What follows belongs to an exercise in optimizing a design on an open flow for small area, a short achievable clock period and few clock cycles; a production flow would make more cautious choices.
RTL that was checked went through simulation tests only; none was proved equivalent to the original.
No functional check of the RTL was part of run 2.

==> flow/design.v (outline; a module is shown in full before it is edited, if it fits) <==
// module muldiv_engine: 1048 lines
module muldiv_engine #(
    parameter int MULT_CYCLES = 5,
    parameter int DIV_CYCLES  = 10
) (
    input  logic        clk,
    input  logic        reset,
    input  logic        start,
    input  logic [2:0]  op,
    input  logic [31:0] d1,
    input  logic [31:0] d2,
    input  logic        flush,
    output logic        busy,
    output logic [31:0] hi,
    output logic [31:0] lo
);
  // ...
==> flow/flow/run.sh <==
#!/bin/bash
set -euo pipefail
bash standard.sh SETUP_SLACK_MARGIN=101.5 finish > standard_flow.log 2>&1
==> flow/standard.sh <==
#!/bin/bash
# synth_recipe.tcl (not shown) runs the flow's synth.tcl, then flattens the netlist and writes it again
# the make line also repeats each setting of config.mk as NAME=value (left out here)
make -C /OpenROAD-flow-scripts/flow DESIGN_CONFIG=/design/flow/config.mk WORK_HOME=/design/flow/orfs CLKGATE_MAP_FILE= SYNTH_SCRIPT=/design/flow/synth_recipe.tcl "${@:-finish}"
==> flow/config.mk <==
export PLATFORM = sky130hd
export DESIGN_NAME = muldiv_engine
export DESIGN_NICKNAME = muldiv_engine
export VERILOG_FILES = /design/flow/design.v
export SDC_FILE = /design/flow/constraint.sdc
export NUM_CORES = 4
export LEC_CHECK = 0
export ABC_AREA = 1
export CAP_MARGIN = 30
export CORE_MARGIN = 2
export CORE_UTILIZATION = 50
export SLEW_MARGIN = 20
==> flow/constraint.sdc <==
create_clock -name core_clock -period 130.0 [get_ports {clk}]
set_input_delay 26.0000 -clock core_clock [delete_from_list [all_inputs] [get_ports {clk}]]
set_output_delay 26.0000 -clock core_clock [all_outputs]
set_load 0.01 [all_outputs]
==> summary.md, run 1 <==
| Metric | Value |
|---|---|
| Status | `finished clean` |
| P&R area growth vs syn | `9.63%` |
| # setup viols final | `0` |
| Max Used Layer | `met5` |
| Clk slew on worst S/H paths | `0.08 ns` |
| Clock sinks | `110` |
| Final hold slack | `0.513 ns` |
| Most common cell after layout, fill and taps aside | `nand2_1` |
| Met3 WL | `19.8 mm` |
| Max-area cell class | `multi-input gates` |
| Logic inverters | `795` |
| Well tap count | `846` |
| CTS tree | `done` |
| MaxCap Viol Count | `0` |
| Compound-gate portion of the synthesized area | `23.2%` |
| Unrepaired setup endpoints after global routing | `false` |
| Initial antenna violation count | `15` |
| Worst path cell trace | `clkdlybuf4s50_1, nor4_2, nand4_1, or4_4, o211ai_1, nor2_4, buf_8, clkinvlp_2, a21oi_1, o31ai_1, inv_1` |
| Synth top area share | `17.3%` |
| Mapped Area | `32000 um^2` |
| DR pass1 iterations | `7` |
| Worst endpoint required time | `130.29 ns` |
| Min-Delay Path Class | `register to register` |
| FF/Latch Area | `2630 um^2` |
| Setup Fix Bufs, Post-CTS | `2` |
| Flop2flop setup slack | `103.78 ns` |
| DR vias/cell | `6.26` |
| Hold path depth | `2` |
| Filler cells | `6369` |
| GR Layer Usage met1 | `60.3%` |
| Detailed Place HPWL | `119 mm` |
| Initial Util | `50.6%` |
| Critical Path End Type | `register` |
| Synth Area in Simple Gates | `19.7%` |
Testbench counts, summed over its fixed seeds: cycles 9,316.
==> inputs of run 2 (changes only) <==
--- a/flow/design.v
+++ b/flow/design.v
@@ -10,56 +10,49 @@
     input  logic [31:0] d2,
     input  logic        flush,
     output logic        busy,
     output logic [31:0] hi,
     output logic [31:0] lo
 );
     localparam int KM = 16;              
     localparam int KD = 4;               
-    localparam int DW = 32 + KD - 1;     
+    localparam int DW = 32 + KD;         
     localparam logic [2:0] OP_MULT  = 3'd1;
     localparam logic [2:0] OP_MULTU = 3'd2;
     localparam logic [2:0] OP_DIV   = 3'd3;
     localparam logic [2:0] OP_DIVU  = 3'd4;
     localparam logic [2:0] OP_MTHI  = 3'd5;
     localparam logic [2:0] OP_MTLO  = 3'd6;
     localparam logic [2:0] S_IDLE = 3'd0;
     localparam logic [2:0] S_MUL  = 3'd1;
     localparam logic [2:0] S_DIV1 = 3'd2;
     localparam logic [2:0] S_DIV  = 3'd3;
     localparam logic [2:0] S_POST = 3'd4;
-    logic [2:0]    state_reg;
+    logic [2:0]    state_reg, state_next;
+    logic          busy_reg;
     logic [5:0]    cnt_reg;
     logic [31:0]   hi_reg, lo_reg;
     logic [DW-1:0] x_reg;                
     logic          sgn_reg;              
     logic          negq_reg, negr_reg;   
-    assign busy = (state_reg != S_IDLE);
+    assign busy = busy_reg;
     assign hi   = hi_reg;
     assign lo   = lo_reg;
-    logic accept;
-    assign accept = start && !flush && !busy && (op != 3'd0) && (op != 3'd7);
     logic        macc_s_reg;           
     logic        bprev_reg;            
     logic [32:0] macc, mx;
     logic [16:0] mb;
     logic        mcorr;
     logic [49:0] mv;
     logic        m_last;
     assign m_last = (cnt_reg == 6'd1);
     assign macc   = {macc_s_reg, hi_reg};
-    logic        m_first, a_short, b_short, mswap, mshort;
-    assign m_first = (cnt_reg == 6'(32 / KM));
-    assign a_short = (x_reg[31:15] == 17'd0) | (sgn_reg & (x_reg[31:15] == 17'h1ffff));
-    assign b_short = (lo_reg[31:15] == 17'd0) | (sgn_reg & (lo_reg[31:15] == 17'h1ffff));
-    assign mswap   = m_first & a_short & ~b_short;
-    assign mshort  = m_first & (a_short | b_short);
-    assign mx     = mswap ? {sgn_reg & lo_reg[31], lo_reg} : {sgn_reg & x_reg[31], x_reg[31:0]};
-    assign mb     = mswap ? {x_reg[15:0], 1'b0} : {lo_reg[15:0], bprev_reg};
+    assign mx     = {sgn_reg & x_reg[31], x_reg[31:0]};
+    assign mb     = {lo_reg[15:0], bprev_reg};
     assign mcorr  = ~sgn_reg & m_last & lo_reg[15];
     wire bo0 = mb[1] ^ mb[0];
     wire bt0 = (mb[2] & ~mb[1] & ~mb[0]) | (~mb[2] & mb[1] & mb[0]);
     wire bn0 = mb[2];
     wire [33:0] pp0;
     assign pp0[0] = ((bo0 & mx[0]) | (bt0 & 1'b0)) ^ bn0;
     assign pp0[1] = ((bo0 & mx[1]) | (bt0 & mx[0])) ^ bn0;
     assign pp0[2] = ((bo0 & mx[2]) | (bt0 & mx[1])) ^ bn0;
@@ -922,127 +915,161 @@
     wire mc560 = ((mcorr & mx[31]) & ~pp7[33]) | ((mcorr & mx[31]) & mc556) | (~pp7[33] & mc556);
     wire [49:0] mr1 = {1'b1, 1'b1, ms559, ms557, ms553, ms549, ms543, ms537, ms529, ms521, ms511, ms501, ms489, ms477, ms463, ms449, ms433, ms417, mc384, mc368, mc352, mc336, mc320, mc304, mc288, mc272, mc256, mc240, mc224, mc208, mc192, mc176, mc160, ms159, ms143, ms127, ms111, ms97, ms83, ms71, ms59, ms49, ms39, ms31, ms23, ms17, ms11, ms7, ms3, ms1};
     wire [49:0] mr2 = {1'b0, mc560, mc558, 1'b0, mc550, 1'b0, mc538, 1'b0, mc522, 1'b0, mc502, 1'b0, mc478, 1'b0, mc450, 1'b0, mc418, 1'b0, ms399, ms383, ms367, ms351, ms335, ms319, ms303, ms287, ms271, ms255, ms239, ms223, ms207, ms191, ms175, mc144, 1'b0, 1'b0, 1'b0, 1'b0, 1'b0, 1'b0, 1'b0, 1'b0, 1'b0, 1'b0, 1'b0, 1'b0, 1'b0, 1'b0, 1'b0, 1'b0};
     assign mv = mr1 + mr2;
     logic        neg_a, neg_b;
     logic [31:0] neg_hi, neg_lo, abs_a, abs_b;
     logic [5:0]  clz_a, clz_b;
     logic [6:0]  sdiff;
+    logic [4:0]  dcyc;                 
     logic [6:0]  steps;                
     logic [DW-1:0] b_aligned;
     assign neg_hi = 32'd0 - hi_reg;
     assign neg_lo = 32'd0 - lo_reg;
     assign neg_a  = sgn_reg & lo_reg[31];
     assign neg_b  = sgn_reg & hi_reg[31];
     assign abs_a  = neg_a ? neg_lo : lo_reg;
     assign abs_b  = neg_b ? neg_hi : hi_reg;
     function automatic logic [5:0] clz32(input logic [31:0] v);
         logic [5:0] n;
         integer i;
         n = 6'd32;
         for (i = 0; i < 32; i = i + 1)
             if (v[i]) n = 31 - i;
         clz32 = n;
     endfunction
-    assign clz_a = clz32(abs_a);
-    assign clz_b = clz32(abs_b);
+    assign clz_a = clz32(lo_reg ^ {32{neg_a}}) - {5'd0, neg_a};
+    assign clz_b = clz32(hi_reg ^ {32{neg_b}});
     assign sdiff = {1'b0, clz_b} - {1'b0, clz_a};    
-    assign steps = ((sdiff + 7'(KD)) / KD) * KD;
+    assign dcyc  = 5'((sdiff + 7'd1) / KD);
+    assign steps = 7'(KD - 1) + 7'(dcyc) * KD;
     assign b_aligned = DW'(abs_b) << (steps - 7'd1);
     genvar r;
     logic [31:0]   d_rem [0:KD];
     logic [DW-1:0] d_div [0:KD];
     logic [KD-1:0] d_q;
     logic first;
     assign first    = (state_reg == S_DIV1);
-    assign d_rem[0] = first ? abs_a : hi_reg;
-    assign d_div[0] = first ? b_aligned : x_reg;
+    assign d_rem[0] = hi_reg;
+    assign d_div[0] = x_reg;
     generate
         for (r = 0; r < KD; r++) begin : g_drow
             logic [32:0] diff;
             logic        ge;
             assign diff = {1'b0, d_rem[r]} - {1'b0, d_div[r][31:0]};
             if (DW > 32) begin : g_w
                 assign ge = ~diff[32] & ~|d_div[r][DW-1:32];
             end else begin : g_n
                 assign ge = ~diff[32];
             end
-            assign d_rem[r+1] = ge ? diff[31:0] : d_rem[r];
-            assign d_div[r+1] = d_div[r] >> 1;
+            if (r == 0) begin : g_first
+                assign d_rem[1] = first ? abs_a : (ge ? diff[31:0] : d_rem[0]);
+                assign d_div[1] = first ? b_aligned : (d_div[0] >> 1);
+            end else begin : g_next
+                assign d_rem[r+1] = ge ? diff[31:0] : d_rem[r];
+                assign d_div[r+1] = d_div[r] >> 1;
+            end
             assign d_q[KD-1-r] = ge;
         end
     endgenerate
+    logic op_mul, op_div, op_mthi, op_mtlo, go, d2nz;
+    logic ld_mul, ld_div, ld_hi_d1, ld_lo_d1, hold_hi, hold_lo, run;
+    logic [31:0] hi_run, lo_run, hi_next, lo_next;
+    assign op_mul   = (op == OP_MULT) || (op == OP_MULTU);
+    assign op_div   = (op == OP_DIV)  || (op == OP_DIVU);
+    assign op_mthi  = (op == OP_MTHI);
+    assign op_mtlo  = (op == OP_MTLO);
+    assign go       = start & ~flush & ~busy & ~reset;
+    assign d2nz     = |d2;
+    assign ld_mul   = go & op_mul;                        
+    assign ld_div   = go & op_div & d2nz;                 
+    assign ld_hi_d1 = go & op_mthi;
+    assign ld_lo_d1 = go & (op_mtlo | (op_div & d2nz));
+    assign hold_hi  = ~reset & ~busy & ~(go & (op_mul | op_mthi | (op_div & d2nz)));
+    assign hold_lo  = ~reset & ~busy & ~(go & (op_mul | op_mtlo | (op_div & d2nz)));
+    assign run      = ~reset & busy;
+    always_comb begin
+        hi_run = hi_reg;
+        lo_run = lo_reg;
+        case (state_reg)
+            S_MUL: begin
+                hi_run = mv[47:16];
+                lo_run = {mv[15:0], lo_reg[31:16]};
+            end
+            S_DIV1: begin
+                if (sdiff[6]) begin
+                    hi_run = lo_reg;
+                    lo_run = '0;
+                end else begin
+                    hi_run = d_rem[KD];
+                    lo_run = 32'(d_q[KD-2:0]);
+                end
+            end
+            S_DIV: begin
+                hi_run = d_rem[KD];
+                lo_run = {lo_reg[31-KD:0], d_q};
+            end
+            S_POST: begin
+                if (negr_reg) hi_run = neg_hi;
+                if (negq_reg) lo_run = neg_lo;
+            end
+            default: ;
+        endcase
+    end
+    assign hi_next = ({32{ld_div}}   & d2)     | ({32{ld_hi_d1}} & d1) |
+                     ({32{hold_hi}}  & hi_reg) | ({32{run}}      & hi_run);
+    assign lo_next = ({32{ld_mul}}   & d2)     | ({32{ld_lo_d1}} & d1) |
+                     ({32{hold_lo}}  & lo_reg) | ({32{run}}      & lo_run);
+    always_ff @(posedge clk) begin
+        hi_reg <= hi_next;
+        lo_reg <= lo_next;
+    end
+    always_comb begin
+        state_next = state_reg;
+        case (state_reg)
+            S_IDLE:  if (ld_mul) state_next = S_MUL;
+                     else if (ld_div) state_next = S_DIV1;
+            S_MUL:   if (m_last) state_next = S_IDLE;
+            S_DIV1:  if (sdiff[6])             state_next = S_IDLE;
+                     else if (dcyc == 5'd0)    state_next = (neg_a | neg_b) ? S_POST : S_IDLE;
+                     else                      state_next = S_DIV;
+            S_DIV:   if (cnt_reg == 6'd1) state_next = (negq_reg | negr_reg) ? S_POST : S_IDLE;
+            default: state_next = S_IDLE;
+        endcase
+    end
     always_ff @(posedge clk) begin
         if (reset) begin
             state_reg <= S_IDLE;
-            hi_reg    <= '0;
-            lo_reg    <= '0;
+            busy_reg  <= 1'b0;
         end else begin
-            case (state_reg)
-                S_IDLE: begin
-                    x_reg   <= DW'(d1);
-                    sgn_reg <= (op == OP_MULT) || (op == OP_DIV);
-                    cnt_reg <= 6'(32 / KM);
-                    if (accept) case (op)
-                        OP_MULT, OP_MULTU: begin
-                            lo_reg    <= d2;
-                            hi_reg    <= '0;
-                            macc_s_reg <= 1'b0;
-                            bprev_reg <= 1'b0;
-                            state_reg <= S_MUL;
-                        end
-                        OP_DIV, OP_DIVU: if (d2 != 32'd0) begin
-                            hi_reg    <= d2;
-                            lo_reg    <= d1;
-                            state_reg <= S_DIV1;
-                        end
-                        OP_MTHI: hi_reg <= d1;
-                        OP_MTLO: lo_reg <= d1;
-                        default: ;
-                    endcase
-                end
-                S_MUL: begin
-                    if (mshort) begin
-                        hi_reg    <= {{14{mv[49]}}, mv[49:32]};
-                        lo_reg    <= mv[31:0];
-                        state_reg <= S_IDLE;
-                    end else begin
-                        {macc_s_reg, hi_reg} <= mv[48:16];
-                        lo_reg    <= {mv[15:0], lo_reg[31:16]};
-                        bprev_reg <= lo_reg[15];
-                        cnt_reg   <= cnt_reg - 6'd1;
-                        if (m_last) state_reg <= S_IDLE;
-                    end
-                end
-                S_DIV1: begin
-                    negq_reg <= neg_a ^ neg_b;
-                    negr_reg <= neg_a;
-                    x_reg    <= d_div[KD];
-                    if (sdiff[6]) begin
-                        hi_reg    <= lo_reg;
-                        lo_reg    <= '0;
-                        state_reg <= S_IDLE;
-                    end else begin
-                        hi_reg    <= d_rem[KD];
-                        lo_reg    <= 32'(d_q);
-                        cnt_reg   <= 6'(steps / KD) - 6'd1;
-                        if (steps == 7'(KD)) state_reg <= (neg_a | neg_b) ? S_POST : S_IDLE;
-                        else                 state_reg <= S_DIV;
-                    end
-                end
-                S_DIV: begin
-                    hi_reg  <= d_rem[KD];
-                    lo_reg  <= {lo_reg[31-KD:0], d_q};
-                    x_reg   <= d_div[KD];
-                    cnt_reg <= cnt_reg - 6'd1;
-                    if (cnt_reg == 6'd1) state_reg <= (negq_reg | negr_reg) ? S_POST : S_IDLE;
-                end
-                S_POST: begin
-                    if (negq_reg) lo_reg <= neg_lo;
-                    if (negr_reg) hi_reg <= neg_hi;
-                    state_reg <= S_IDLE;
-                end
-                default: state_reg <= S_IDLE;
-            endcase
+            state_reg <= state_next;
+            busy_reg  <= (state_next != S_IDLE);
         end
     end
+    always_ff @(posedge clk) begin
+        case (state_reg)
+            S_IDLE: begin
+                x_reg      <= DW'(d1);
+                sgn_reg    <= (op == OP_MULT) || (op == OP_DIV);
+                cnt_reg    <= 6'(32 / KM);
+                macc_s_reg <= 1'b0;
+                bprev_reg  <= 1'b0;
+            end
+            S_MUL: begin
+                macc_s_reg <= mv[48];
+                bprev_reg  <= lo_reg[15];
+                cnt_reg    <= cnt_reg - 6'd1;
+            end
+            S_DIV1: begin
+                negq_reg <= neg_a ^ neg_b;
+                negr_reg <= neg_a;
+                x_reg    <= d_div[KD];
+                cnt_reg  <= 6'(dcyc);
+            end
+            S_DIV: begin
+                x_reg   <= d_div[KD];
+                cnt_reg <= cnt_reg - 6'd1;
+            end
+            default: ;
+        endcase
+    end
 endmodule
==> flow/run.sh (new file) <==
#!/bin/bash
# synth_recipe.tcl (not shown) runs the flow's synth.tcl, then flattens the netlist and writes it again
# the make line also repeats each setting of config.mk as NAME=value (left out here)
make -C /OpenROAD-flow-scripts/flow DESIGN_CONFIG=/design/flow/config.mk WORK_HOME=/design/flow/orfs CLKGATE_MAP_FILE= SYNTH_SCRIPT=/design/flow/synth_recipe.tcl finish
==> flow/config.mk (replaced) <==
export PLATFORM = sky130hd
export DESIGN_NAME = muldiv_engine
export DESIGN_NICKNAME = muldiv_engine
export VERILOG_FILES = /design/flow/design.v
export SDC_FILE = /design/flow/constraint.sdc
export NUM_CORES = 4
export LEC_CHECK = 0
export ABC_AREA = 1
export CAP_MARGIN = 20
export CORE_MARGIN = 2
export CORE_UTILIZATION = 40
export SLEW_MARGIN = 20
removed: flow/flow/run.sh
removed: flow/standard.sh
==> run 2 against run 1 <==
- critical path depth decreased by 2
- critical path type unchanged
- via count is 9.0% higher
- highest routed layer unchanged
- sequential cell count rose by 2
- synthesized area is 5.9% higher
- count of clock-buffer cells in the layout increased by 3
- still clean
- clock skew rose by 0.0062 ns
==> summary.md, run 2 <==
| Metric | Value |
|---|---|
| Status | `finished clean` |
| Most frequent cells in the layout | `nand2_1, inv_1, xor2_1, a21oi_1, o21ai_0` |
| Slowest CP cell | `clkinv_1` |
| Setup TNS | `0 ns` |
| Worst endpoint required time | `130.29 ns (about the same)` |
| Global-route usage over all layers | `41.6%` |
| # placed instances | `6299` |
| Slew HR | `23.1%` |
| Slew Viols, Final | `0` |
| Most frequent CP cell | `or4_1` |
| Initial Util | `40.5% (-10 points)` |
| Final instance area | `36800 um^2` |
| Least-Margin Pin Slew | `1.15 ns` |
| Clock sinks | `112 (+1.8%)` |
| Residual DRC count | `0` |
| Leading area contributor after synthesis | `fa_1` |
| Most common cell after layout, fill and taps aside | `nand2_1` |
| Filler cells | `8913 (+40%)` |
| Final hold slack | `0.618 ns (+0.105 ns)` |
| Mapped Nets | `5744` |
| Clock Latency Late Sink | `0.40 ns` |
| RePlAce Congestion | `1.08` |
| Final hold viol count | `0` |
| Port-buffer cells | `135` |
| Initial antenna violation count | `10 (-5)` |
| Post-CTS resize count | `0` |
| Tmin final | `30.44 ns` |
| Routed length per placed instance | `29.2 um` |
| Global route overflow | `0` |
| Worst path cell trace | `clkdlybuf4s50_1, or4_1, or4_1, or4_1, nand4_1, nand3_1, a21oi_1, clkinv_1, o2111ai_1` |
| Die Y | `295 um` |
| Synth unique cells | `67` |
| DR iter-0 viols | `5758` |
| Top post-synthesis cells by area | `fa_1, nand2_1, xor2_1, inv_1, ha_1` |
| Vias | `38800` |
| TritonCTS Buffers | `9` |
| Top cells by count, synth | `nand2_1, inv_1, xor2_1, a21oi_1, o21ai_0` |
| Die width | `295 um` |
| Mapped Area | `33900 um^2 (+5.9%)` |
| Register area share after synthesis | `7.92%` |
| Synth top area share | `16.4% (-0.91 points)` |
| DR vias/cell | `6.14 (-1.9%)` |
| FF/Latch Area | `2690 um^2 (+2.1%)` |
| H-tree Lvls | `3` |
| Unrepaired setup endpoints after global routing | `false` |
| Root buffer cell | `clkbuf_16` |
| # setup viols final | `0 (unchanged)` |
| Routed Wire Length | `185 mm` |
| Detailed Place HPWL | `146 mm (+23%)` |
| CTS tree | `done` |
| Die area | `87000 um^2` |
| Clk slew on worst S/H paths | `0.09 ns (about the same)` |
| Max Root-Sink Buffers | `2` |
| Multi-input logic area | `26800 um^2` |
| Antenna violation net count after detailed routing | `0` |
| DR pass1 iterations | `9 (+2)` |
| Vias in the first global route | `36200` |
| Min-Delay Path Class | `register to register` |
| Crit-path leading delay family | `simple AND/OR/NAND/NOR gates` |
| MaxCap Viol Count | `0 (unchanged)` |
| Non-Filler Instances | `6318` |
| P&R area growth vs syn | `8.53%` |
| Synth Instances | `5216` |
| Critical Path End Type | `register` |
| First-pass GRT wire length | `260 mm` |
| Syn avg cell area | `6.49 um^2` |
| Max FFs per register | `33` |
| CP max stage delay | `1.04 ns` |
| Crit path DAT | `30.73 ns` |
| Max FO, Critical Path | `26` |
| Core area | `83700 um^2` |
| Post-route clock period utilization | `23.4%` |
| Share of layout cells above drive strength 1 | `4.90%` |
| Max Clock Skew | `0.0210 ns` |
| Largest net degree at the start of global routing | `70` |
| Peak Freq | `0.0329 GHz` |
| Nature of the critical path startpoint | `input pin` |
| Setup Crit Path Kind | `input pin to register` |
| FF+latch count, synth | `112` |
| Synth Warn # | `3` |
| Placed Area | `36400 um^2` |
| EDFF count, synth | `44` |
| WP buf/inv | `2` |
| Std-Cell Rows | `106` |
| Async set-reset flop share out of synthesis | `0%` |
| Setup Fix Bufs, Post-CTS | `0 (-2)` |
| Synth Flop Type | `dfxtp_1` |
| Top-count cell post-synth | `nand2_1` |
| Number of hold buffers added after CTS | `0` |
| I/O pins | `136` |
| Nets@finish | `5704` |
-- run 2: changes by cell type after synthesis, moves of 34 or more --
cell,before,now
nand2_1,932,1110
o211ai_1,29,105
nor2_1,236,277
a221oi_1,45,5
clkinv_1,6,42
clkbuf_1,200,235
o2111ai_1,9,43
-- run 2: final timing paths --
| path | startpoint | endpoint | slack, ns | depth (start not counted) |
|---|---|---|---|---|
| hold / removal | cnt_reg[5] | cnt_reg[5] | 0.62 | 2 |
| hold reg to reg | cnt_reg[5] | cnt_reg[5] | 0.62 | 2 |
| setup / recovery | d2[2] | lo_reg[19] | 99.56 | 9 |
| setup reg to reg | sgn_reg | hi_reg[30] | 111.08 | 102 |
-- run 2: layout make-up --
class,instances,area share (%)
diodes,3,0.0204
clock buffers,12,0.728
clock inverters,4,0.146
inverters,838,8.56
multi-input cells,3950,73.0
flip-flops and latches,112,7.31
well taps,1134,3.86
repair buffers,265,6.33
-- run 2: layer usage --
metal / global-route usage (%) / wire [um]
met5: 0 / 35
met4: 22.4 / 12200
met3: 11.9 / 24600
met2: 61.6 / 76100
met1: 54.4 / 71700
-- run 2: stage by stage --
stage,util (%),setup slack [ns]
after floorplan,-,101.30
after global placement,43.5,99.44
after detailed placement,43.5,99.34
after CTS,43.9,99.73
after global routing,43.9,99.50
final,43.9,99.56
-- run 2: worst min-delay path: cells and delay by family (launching register included) --
family          cells  cell delay (ns)
buf+inv             1             0.06
compound gates      1             0.12
flops               1             0.33
-- run 2: kinds of logic (layout without fill, tap and decap cells) --
group,Yosys count,in the layout,synth area share [%]
AO/OA/AOI/OAI,1283,1283,22.7
XOR/XNOR,446,446,11.5
adder cells (fa/ha/maj),457,457,23.0
buffers and inverters,1154,1119,13.0
flip-flops,112,112,7.92
multiplexers,1,1,0.0296
other,0,3,0
AND/OR/NAND/NOR,1763,1763,21.8

[port drivers added, routing unchanged]
How much do the figures lean on ideal ports? The routed layouts below were timed once more, with nothing changed but the port constraints.
Step 1 (the two cells are an assumption about what drives the block):
set clk [get_ports {clk}]
set_driving_cell -lib_cell sky130_fd_sc_hd__clkbuf_16 $clk
set_driving_cell -lib_cell sky130_fd_sc_hd__buf_2 [delete_from_list [all_inputs] $clk]
Step 2 adds t to the input delays and takes it off the output delays; t is the mean of the earliest and latest rising clock arrival at the registers after step 1. Input paths then give back, and output paths get back, about the clock's delay inside the block.
Three values: ideal, step 1, step 2; two values: the first two.
run | shift t [ns] | setup slack, ns | worst hold slack (ns) | pins driven straight from the clock port
run 1 | 0.457 | 101.588 / 101.621 / 101.164 | 0.513 / 0.513 / 0.513 | 1
run 2 | 0.450 | 99.561 / 99.592 / 99.143 | 0.618 / 0.618 / 0.618 | 1
After both steps every run listed still meets setup and hold. For run 1, which loses most, drivers alone change the setup slack by +0.033 ns; drivers and shift together by -0.424 ns.
